Context: an optimization exercise on an open-source flow, tuned for small area. The choices shown serve that exercise and are no tape-out recipe.
Where RTL was checked, it was by simulation tests only, not by an equivalence proof against the original.
Only the layout flow was run in run 1; the RTL was not checked for function there.
Power is estimated from default activity; no workload was simulated.

## flow/design.v (module list and top-level ports; edited modules follow where they fit)
// module sad_min_search: 2277 lines
// module sad_fa: 10 lines
// module sad_ha: 9 lines
// module sad_ornot: 7 lines
module sad_min_search #(
   parameter int PIX_W = 8,
   parameter int LANES = 32,
   parameter int BEATS = 32,
   parameter int IDX_W = 16,
   localparam int SAD_W = PIX_W + $clog2(LANES * BEATS)
) (
   input  logic                   Bus2IP_Clk,
   input  logic                   Bus2IP_Reset,
   input  logic                   clr,
   input  logic                   in_valid,
   input  logic [PIX_W*LANES-1:0] in_face,
   input  logic [PIX_W*LANES-1:0] in_group,
   output logic                   sad_valid,
   output logic [SAD_W-1:0]       sad_out,
   output logic [IDX_W-1:0]       sad_idx,
   output logic                   best_valid,
   output logic [SAD_W-1:0]       best_sad,
   output logic [IDX_W-1:0]       best_idx
);
  // ...
==> flow/flow/run.sh <==
#!/bin/bash
# The standard layout, with three changes: synthesis buffers are removed
# before global placement (flow/pre_gpl.tcl), the port buffers that
# buffer_ports inserts are the smallest plain buffer instead of the tool's
# default pick, and clock tree synthesis adds no dummy loads.
set -euo pipefail
here=$(pwd)
bash standard.sh \
  PRE_GLOBAL_PLACE_TCL="$here/flow/pre_gpl.tcl" \
  BUFFER_PORTS_ARGS="-buffer_cell sky130_fd_sc_hd__buf_1" \
  CTS_ARGS="-sink_clustering_enable -repair_clock_nets -dont_use_dummy_load -buf_list sky130_fd_sc_hd__clkbuf_8" \
  finish > make_finish.log 2>&1
==> flow/flow/pre_gpl.tcl <==
# Before global placement: drop the buffers that synthesis inserted (the
# standard flow does the same when timing-driven placement is on); repair
# later in the flow adds back any that slew, capacitance or timing need.
remove_buffers
==> flow/standard.sh <==
#!/bin/bash
# synth_recipe.tcl (not shown) runs the flow's synth.tcl, then flattens the netlist and writes it again
# the make line also repeats each setting of config.mk as NAME=value (left out here)
make -C /OpenROAD-flow-scripts/flow DESIGN_CONFIG=/design/flow/config.mk WORK_HOME=/design/flow/orfs CLKGATE_MAP_FILE= SYNTH_SCRIPT=/design/flow/synth_recipe.tcl "${@:-finish}"
==> flow/config.mk <==
export PLATFORM = sky130hd
export DESIGN_NAME = sad_min_search
export DESIGN_NICKNAME = sad_min_search
export VERILOG_FILES = /design/flow/design.v
export SDC_FILE = /design/flow/constraint.sdc
export NUM_CORES = 4
export LEC_CHECK = 0
export CAP_MARGIN = 20
export CORE_MARGIN = 2
export CORE_UTILIZATION = 40
export CTS_BUF_LIST = sky130_fd_sc_hd__clkbuf_4 sky130_fd_sc_hd__clkbuf_8
export GPL_TIMING_DRIVEN = 0
export PLACE_DENSITY = 0.6
export SLEW_MARGIN = 20
export SYNTH_HIERARCHICAL = 1
export SYNTH_MINIMUM_KEEP_SIZE = 0
==> flow/constraint.sdc <==
create_clock -name core_clock -period 7.0 [get_ports {Bus2IP_Clk}]
set_input_delay 1.4000 -clock core_clock [delete_from_list [all_inputs] [get_ports {Bus2IP_Clk}]]
set_output_delay 1.4000 -clock core_clock [all_outputs]
set_load 0.01 [all_outputs]
==> results.yml, run 1 <==
die:
  fp-row-count: 79
  io-pin-count: 586
global_route:
  grt_use_total_pct: 24.1
power:
  pg_comb_mw: 10.9
  vdd_drop_max_v: 0.000551
  cellLeakagePower_nw: 8.57
  power_frac_clock_pct: 3.8
  p_sw_share_pct: 46.8
  p_sw_mw: 6.24
worst_setup_path:
  r2r_end: "acc_q[15]"
  reg2reg_depth: 18
  cp.required_ns: 7.30
  crit_cells: 14
  regToRegSetupSlack_ns: 0.41
final_layout:
  buf_share_pct: 10.0
  final_common_cell: "buf_1"
  post-route-util_pct: 47.4
route:
  via_count: 12160
  wl_met3_um: 3120
  routed_wl_um: 58100
  dr_wl_met2_um: 31400
  drt_first_pass_iters: 4
  drt_first_iter_violations: 476
cts:
  htree_levels: 4
  cts_setup_buffers: 0
  clk_latency_ns: 0.46
yosys:
  synthArstFlopShare_pct: 0
  synth-simple-area-share_pct: 4.20
place:
  dp_hpwl_um: 54900
  place_congestion: 0.947
outcome:
  status: "no timing/DRC/antenna violations"
timing:
  fin_crit_ns: 6.86
  finalHoldViolCount: 0
==> inputs of run 2 (changes only) <==
--- a/flow/design.v
+++ b/flow/design.v
@@ -24,17 +24,34 @@
    assign kill = clr | Bus2IP_Reset;
    logic [CNT_W-1:0] cnt_q;
    logic             v1_q, f1_q, l1_q, d2_q, d3_q;
    logic [NR1-1:0]   r1_q;
    logic [SAD_W-1:0] acc_q, acc_d, accg, hold_q, sum_a, sum_b;
    logic             sad_valid_q, best_valid_q;
    logic [IDX_W-1:0] cand_q, best_idx_q;
    logic [SAD_W-1:0] best_sad_q;
-   logic             take;
+   logic             take, lt_q;
+   logic [CNT_W-1:0] cnt_inc;
+   logic [IDX_W-1:0] cand_inc;
+   logic [SAD_W:0]   bw;
+   logic [CNT_W:0] cnt_cy;
+   assign cnt_cy[0] = in_valid;
+   for (genvar i = 0; i < CNT_W; i++) begin : cnt_g
+      sad_ha u_ha (.a(cnt_q[i]), .b(cnt_cy[i]), .s(cnt_inc[i]), .co(cnt_cy[i+1]));
+   end
+   logic [IDX_W:0] cand_cy;
+   assign cand_cy[0] = sad_valid_q;
+   for (genvar i = 0; i < IDX_W; i++) begin : cand_g
+      sad_ha u_ha (.a(cand_q[i]), .b(cand_cy[i]), .s(cand_inc[i]), .co(cand_cy[i+1]));
+   end
+   assign bw[0] = 1'b0;
+   for (genvar i = 0; i < SAD_W; i++) begin : cmp_g
+      sad_maj u_maj (.a(~acc_q[i]), .b(best_sad_q[i]), .c(bw[i]), .y(bw[i+1]));
+   end
    assign accg = f1_q ? '0 : acc_q;
    logic l0_d1;
    logic l0_c2;
    logic l0_s3;
    logic l0_c4;
    logic l0_s5;
    logic l0_c6;
    logic l0_s7;
@@ -2234,43 +2251,44 @@
    sad_fa u_p_s1355 (.a(b4_c1328), .b(b4_s1329), .ci(p_c1354), .s(p_s1355), .co(p_c1356));
    sad_fa u_p_s1357 (.a(b4_c1330), .b(b4_s1331), .ci(p_c1356), .s(p_s1357), .co(p_c1358));
    sad_fa u_p_s1359 (.a(b4_c1332), .b(b4_s1333), .ci(p_c1358), .s(p_s1359), .co(p_c1360));
    sad_fa u_p_s1361 (.a(b4_c1334), .b(b4_s1335), .ci(p_c1360), .s(p_s1361), .co(p_c1362));
    assign hi_sum = {{accg[17], accg[16], accg[15], accg[14], b4_c1342, b4_c1340, b4_c1338, b4_c1336}, p_c1362} + {{1'b0, 1'b0, 1'b0, 1'b0, accg[13], b4_s1341, b4_s1339, b4_s1337}, p_c1362};
    assign acc_d = {hi_sum[8:1], p_s1361, p_s1359, p_s1357, p_s1355, p_s1353, p_s1351, p_s1349, p_s1347, p_s1345, p_s1343};
    assign sum_a = {accg[17], accg[16], accg[15], accg[14], b4_c1342, b4_c1340, b4_c1338, b4_c1336, b4_c1334, b4_c1332, b4_c1330, b4_c1328, b4_c1326, b4_c1324, b4_c1322, b4_c1320, b4_c1318, b4_s1317};
    assign sum_b = {1'b0, 1'b0, 1'b0, 1'b0, accg[13], b4_s1341, b4_s1339, b4_s1337, b4_s1335, b4_s1333, b4_s1331, b4_s1329, b4_s1327, b4_s1325, b4_s1323, b4_s1321, b4_s1319, accg[0]};
-   assign take = d3_q & (!best_valid_q || (hold_q < best_sad_q));
+   assign take = d3_q & (!best_valid_q || lt_q);
    always_ff @(posedge Bus2IP_Clk) begin
       r1_q <= {a_c1224, a_c1222, a_s1223, a_c1220, a_c1218, a_c1216, a_s1221, a_s1219, a_c1202, a_s1217, a_c1200, a_c1198, a_s1215, a_s1213, a_s1201, a_s1199, a_c1152, a_s1197, a_c1150, a_c1148, a_s1195, a_s1151, a_s1149, a_c1102, a_s1147, a_c1100, a_c1098, a_s1145, a_s1101, a_s1099, a_c1052, a_s1097, a_c1050, a_c1048, a_s1095, a_s1093, a_s1051, a_c1000, a_s1049, a_c998, a_s1047, a_c996, a_c994, a_s1045, a_s1043, a_s999, a_s997, a_s995, a_s993, a_c942, a_c940, a_c938, a_s941, a_s939, a_c876, a_s937, a_s935, a_s875, a_s797, a_s795};
       f1_q <= (cnt_q == '0);
       l1_q <= (cnt_q == CNT_W'(BEATS - 1));
+      lt_q <= bw[SAD_W];
       if (v1_q) acc_q <= acc_d;
       if (d2_q) hold_q <= acc_q;
       if (!kill && take) begin
          best_sad_q <= hold_q;
          best_idx_q <= cand_q;
       end
       if (kill) begin
          cnt_q        <= '0;
          v1_q         <= 1'b0;
          d2_q         <= 1'b0;
          d3_q         <= 1'b0;
          sad_valid_q  <= 1'b0;
          best_valid_q <= 1'b0;
          cand_q       <= '0;
       end else begin
-         if (in_valid) cnt_q <= cnt_q + 1'b1;
+         cnt_q       <= cnt_inc;
          v1_q        <= in_valid;
          d2_q        <= v1_q & l1_q;
          d3_q        <= d2_q;
          sad_valid_q <= d3_q;
          if (d3_q) best_valid_q <= 1'b1;
-         if (sad_valid_q) cand_q <= cand_q + 1'b1;
+         cand_q      <= cand_inc;
       end
    end
    assign sad_valid  = sad_valid_q;
    assign sad_out    = hold_q;
    assign sad_idx    = cand_q;
    assign best_valid = best_valid_q;
    assign best_sad   = best_sad_q;
    assign best_idx   = best_idx_q;
@@ -2296,8 +2314,16 @@
 endmodule
 module sad_ornot (
    input  logic a,
    input  logic b,
    output logic y
 );
    assign y = a | ~b;
 endmodule
+module sad_maj (
+   input  logic a,
+   input  logic b,
+   input  logic c,
+   output logic y
+);
+   assign y = (a & b) | (a & c) | (b & c);
+endmodule
==> run 2 against run 1 <==
  * Largest power group unchanged
  * First-iteration DRC count shrank 5.9%
  * Clock-buffer cell count did not move
  * Final cell count down 2.4%
  * Sequential power hardly changed
  * Cell area decreased by 1.2%
==> results.yml, run 2 <==
outcome:
  status: "no timing/DRC/antenna violations"
route:
  drtAntennaViolNets: 0
  routed_wl_um: 59900
  drt_first_iter_violations: 448
  drt_first_pass_iters: 4
  post_drt_wl_per_cell_um: 23.2
  drc: 0
  via_count: 11714
  vias_per_cell: 4.55
final_layout:
  post-route-util_pct: 47.1
  fin_nets: 3031
  largest_register_ffs: 60
  mostFrequentLayoutCells: "585 x buf_1, 507 x fa_1, 244 x inv_1"
  largest_register: "r1_q"
  syn2layout_area_growth_pct: 16.3
  stdcell_count: 2576
  final_common_cell: "buf_1"
  drive_gt1_share_pct: 2.29
worst_setup_path:
  startpoint_type: "input port"
  r2r_start: "r1_q[8]"
  crit_type: "input port to register"
  regToRegSetupSlack_ns: 0.38
  crit_path_end_kind: "register"
  cp_max_fo: 8
  critPathArrivalTime_ns: 7.14
  cp.required_ns: 7.31
  crit_start: "in_face[176]"
  r2r_end: "acc_q[15]"
  reg2reg_depth: 16
die:
  die_area_sq_um: 48900
  die_w_um: 221
  initial_core_util_pct: 40.5
  fp-row-count: 79
  io-pin-count: 586
  core_sq_um: 46600
  die_y_um: 221
power:
  p_sw_share_pct: 46.6
  p_int_mw: 7.04
  p_sw_mw: 6.15
  seqPwrFrac_pct: 15.0
  power_frac_clock_pct: 3.8
  power_frac_comb_pct: 81.2
  cellLeakagePower_nw: 8.65
  vdd_drop_max_v: 0.000731
  power-per-cell-area_nw_per_um2: 602
yosys:
  synth_ff_type: "dfxtp_1"
  synthArstFlopShare_pct: 0
  synth.distinct_cells: 32
  syn_avg_cell_area_sq_um: 13.5
  synth_most_common_cell: "fa_1"
  syn_nets: 2462
  yosys_warnings: 7
  yosys.area.top_type_share_pct: 54.0
  postSynthCellCount: 1399
  netlist_area_sq_um: 18800
  ys_seq_area_share_pct: 20.6
  synth_area_leaders: "fa_1 54%, edfxtp_1 11%, xnor2_1 11%"
  ys_ff_latch: 159
  yosys.area.top_type: "fa_1"
  synth_common_cells: "508 x fa_1, 244 x inv_1, 227 x xnor2_1"
  synth-edff-count: 70
cts:
  htree_levels: 4
  cts.clk_slew.worst_paths_ns: 0.08
  numCtsBuffers: 17
  cts_tree: "built"
  cts_sinks: 159
  cts_setup_buffers: 0
  cts_buffer_depth: 2
  clk_latency_ns: 0.46
  cts-root-buf: "clkbuf_8"
hold_path:
  min-delay-start: "d3_q"
  hp-class: "register to register"
  min_to: "best_valid_q"
  hold_path_depth: 1
timing:
  setup_viol_count_final: 0
  fin_crit_ns: 6.83
  timing.clock.skew_ns: 0.0451
  maxSlewHeadroom_pct: 42.0
  clock.fmax_mhz: 146
  rsz0062_at_grt: "no"
  fin_crit_sh_pct: 97.6
  maxSlewViolCount: 0
  finalHoldViolCount: 0
  worst_slew_pin_slew_ns: 0.868
global_route:
  grt_use_total_pct: 25.0
  grt_pass1_wl_um: 87800
  grt_max_degree: 27
  grt-ovfl-total: 0
  antenna_found_initial: 8
  grt_pass1_vias: 14212
place:
  placed_cells: 2556
  portBuffers: 585
  place_congestion: 0.968
  dp_hpwl_um: 57100
run:
  drv_cap: 0
-- run 2: changes by cell type after synthesis, sizes merged, moves of 9 or more --
cell,delta
and2,+22
xor2,-11
maj3,+18
nand4,-10
clkbuf,-35
nor2b,-17
buf,+34
a21oi,-9
-- run 2: Yosys stat by module (local to each module, per instance) --
module | times used | flops+latches | cells
sad_fa | 507 | 0 | 1
sad_maj | 18 | 0 | 1
sad_min_search | 1 | 159 | 807
sad_ornot | 32 | 0 | 1
sad_ha | 35 | 0 | 1
-- run 2: area by class of cell --
type | instances | area (sq um)
multi-input cells | 960 | 13900
repair buffers | 586 | 2220
flip-flops and latches | 159 | 3880
well taps | 607 | 759
diodes | 3 | 7.51
clock buffers | 17 | 234
inverters | 244 | 916
fillers | 4389 | 24600
-- run 2: power by group through the flow --
stage          combinational [mW]  sequential [mW]  clock [mW]
2_1_floorplan                7.28             1.96           0
3_3_place_gp                 10.7             1.99           0
3_5_place_dp                 11.1             2.00           0
4_1_cts                      11.1             1.98       0.516
5_1_grt                      12.3             2.00       0.541
6_report                     10.7             1.98       0.499
-- run 2: cells by family (layout without fill, tap and decap cells) --
family / count (synthesis) / in the layout / share of synthesized area [%]
other: 1 / 4 / 0.0199
flip-flops: 159 / 159 / 20.6
AND/OR/NAND/NOR: 120 / 120 / 3.21
multiplexers: 1 / 1 / 0.0797
buffers and inverters: 280 / 847 / 5.80
adder cells (fa/ha/maj): 565 / 565 / 57.6
AO/OA/AOI/OAI: 12 / 12 / 0.505
XOR/XNOR: 261 / 261 / 12.1
-- run 2: worst max-delay path by stage --
stage                          to  slack, ns  cells after the start
after floorplan           r1_q[2]       0.37                     14
after global placement    r1_q[2]      -0.34                     14
after detailed placement  r1_q[2]      -0.36                     14
after CTS                 r1_q[2]       0.14                     14
after global routing      r1_q[2]     0.0004                     14
final                     r1_q[7]       0.17                     14
-- run 2: what timing repair did --
action,4_1_cts,5_1_grt
endpoints found under the setup margin,0,1
hold buffers,0,0
gates resized for setup,0,1
-- run 2: through the flow --
stage	cell area [sq um]	setup TNS [ns]	hold slack, ns	power (mW)	setup slack, ns
floorplan	18800	0	0.416	9.24	0.373
global placement	21600	-4.56	0.424	12.7	-0.338
detailed placement	21700	-6.66	0.429	13.1	-0.359
CTS	21900	0	0.435	13.6	0.136
global route	21900	0	0.453	14.9	0.000415
finish	21900	0	0.433	13.2	0.167
-- run 2: critical path, cell delays in order --
cell,delay [ns]
buf_1,0.09
nand2b_1,0.16
fa_1,0.38
fa_1,0.42
fa_1,0.40
fa_1,0.40
fa_1,0.42
fa_1,0.40
fa_1,0.58
xnor2_1,0.39
fa_1,0.48
fa_1,0.54
fa_1,0.59
fa_1,0.51
-- run 2: per-layer routing --
layer	global-route usage (%)	wire length, um	vias up	share of wire [%]
met4	4.70	1030	4	1.7
met3	3.23	2500	64	4.2
met5	0	22	-	0.037
met2	48.0	33000	377	55
li1	-	-	5207	-
met1	30.0	23300	6062	39

[static timing again, ports no longer ideal]
In the flow no input, the clock included, has a driving cell. The finished layouts below were timed again as built, in two steps.
Step 1 (the two cells are an assumption about what drives the block):
set clk [get_ports {Bus2IP_Clk}]
set_driving_cell -lib_cell sky130_fd_sc_hd__clkbuf_16 $clk
set_driving_cell -lib_cell sky130_fd_sc_hd__buf_2 [delete_from_list [all_inputs] $clk]
Step 2 moves the port delays by t, midway between the first and last clock arrival at a register: inputs arrive t later, outputs are due t later. That takes back most of the time a late clock gives input paths.
Slacks: ideal ports / drivers / drivers and shift; pairs: ideal ports / drivers.
| run | shift t [ns] | setup WS [ns] | worst setup path at the end | worst data-port slew with drivers (ns) | pins driven straight from the clock port |
|---|---|---|---|---|---|
| run 1 | 0.478 | 0.144 / 0.168 / -0.310 | input to register | 0.17 | 1 |
| run 2 | 0.483 | 0.167 / 0.184 / -0.298 | input to register | 0.17 | 1 |
Met with ideal ports but missed after step 2: setup timing in run 1 and run 2. The setup slack of run 2, which loses most, moves by +0.017 ns with the drivers and by -0.465 ns with both steps.
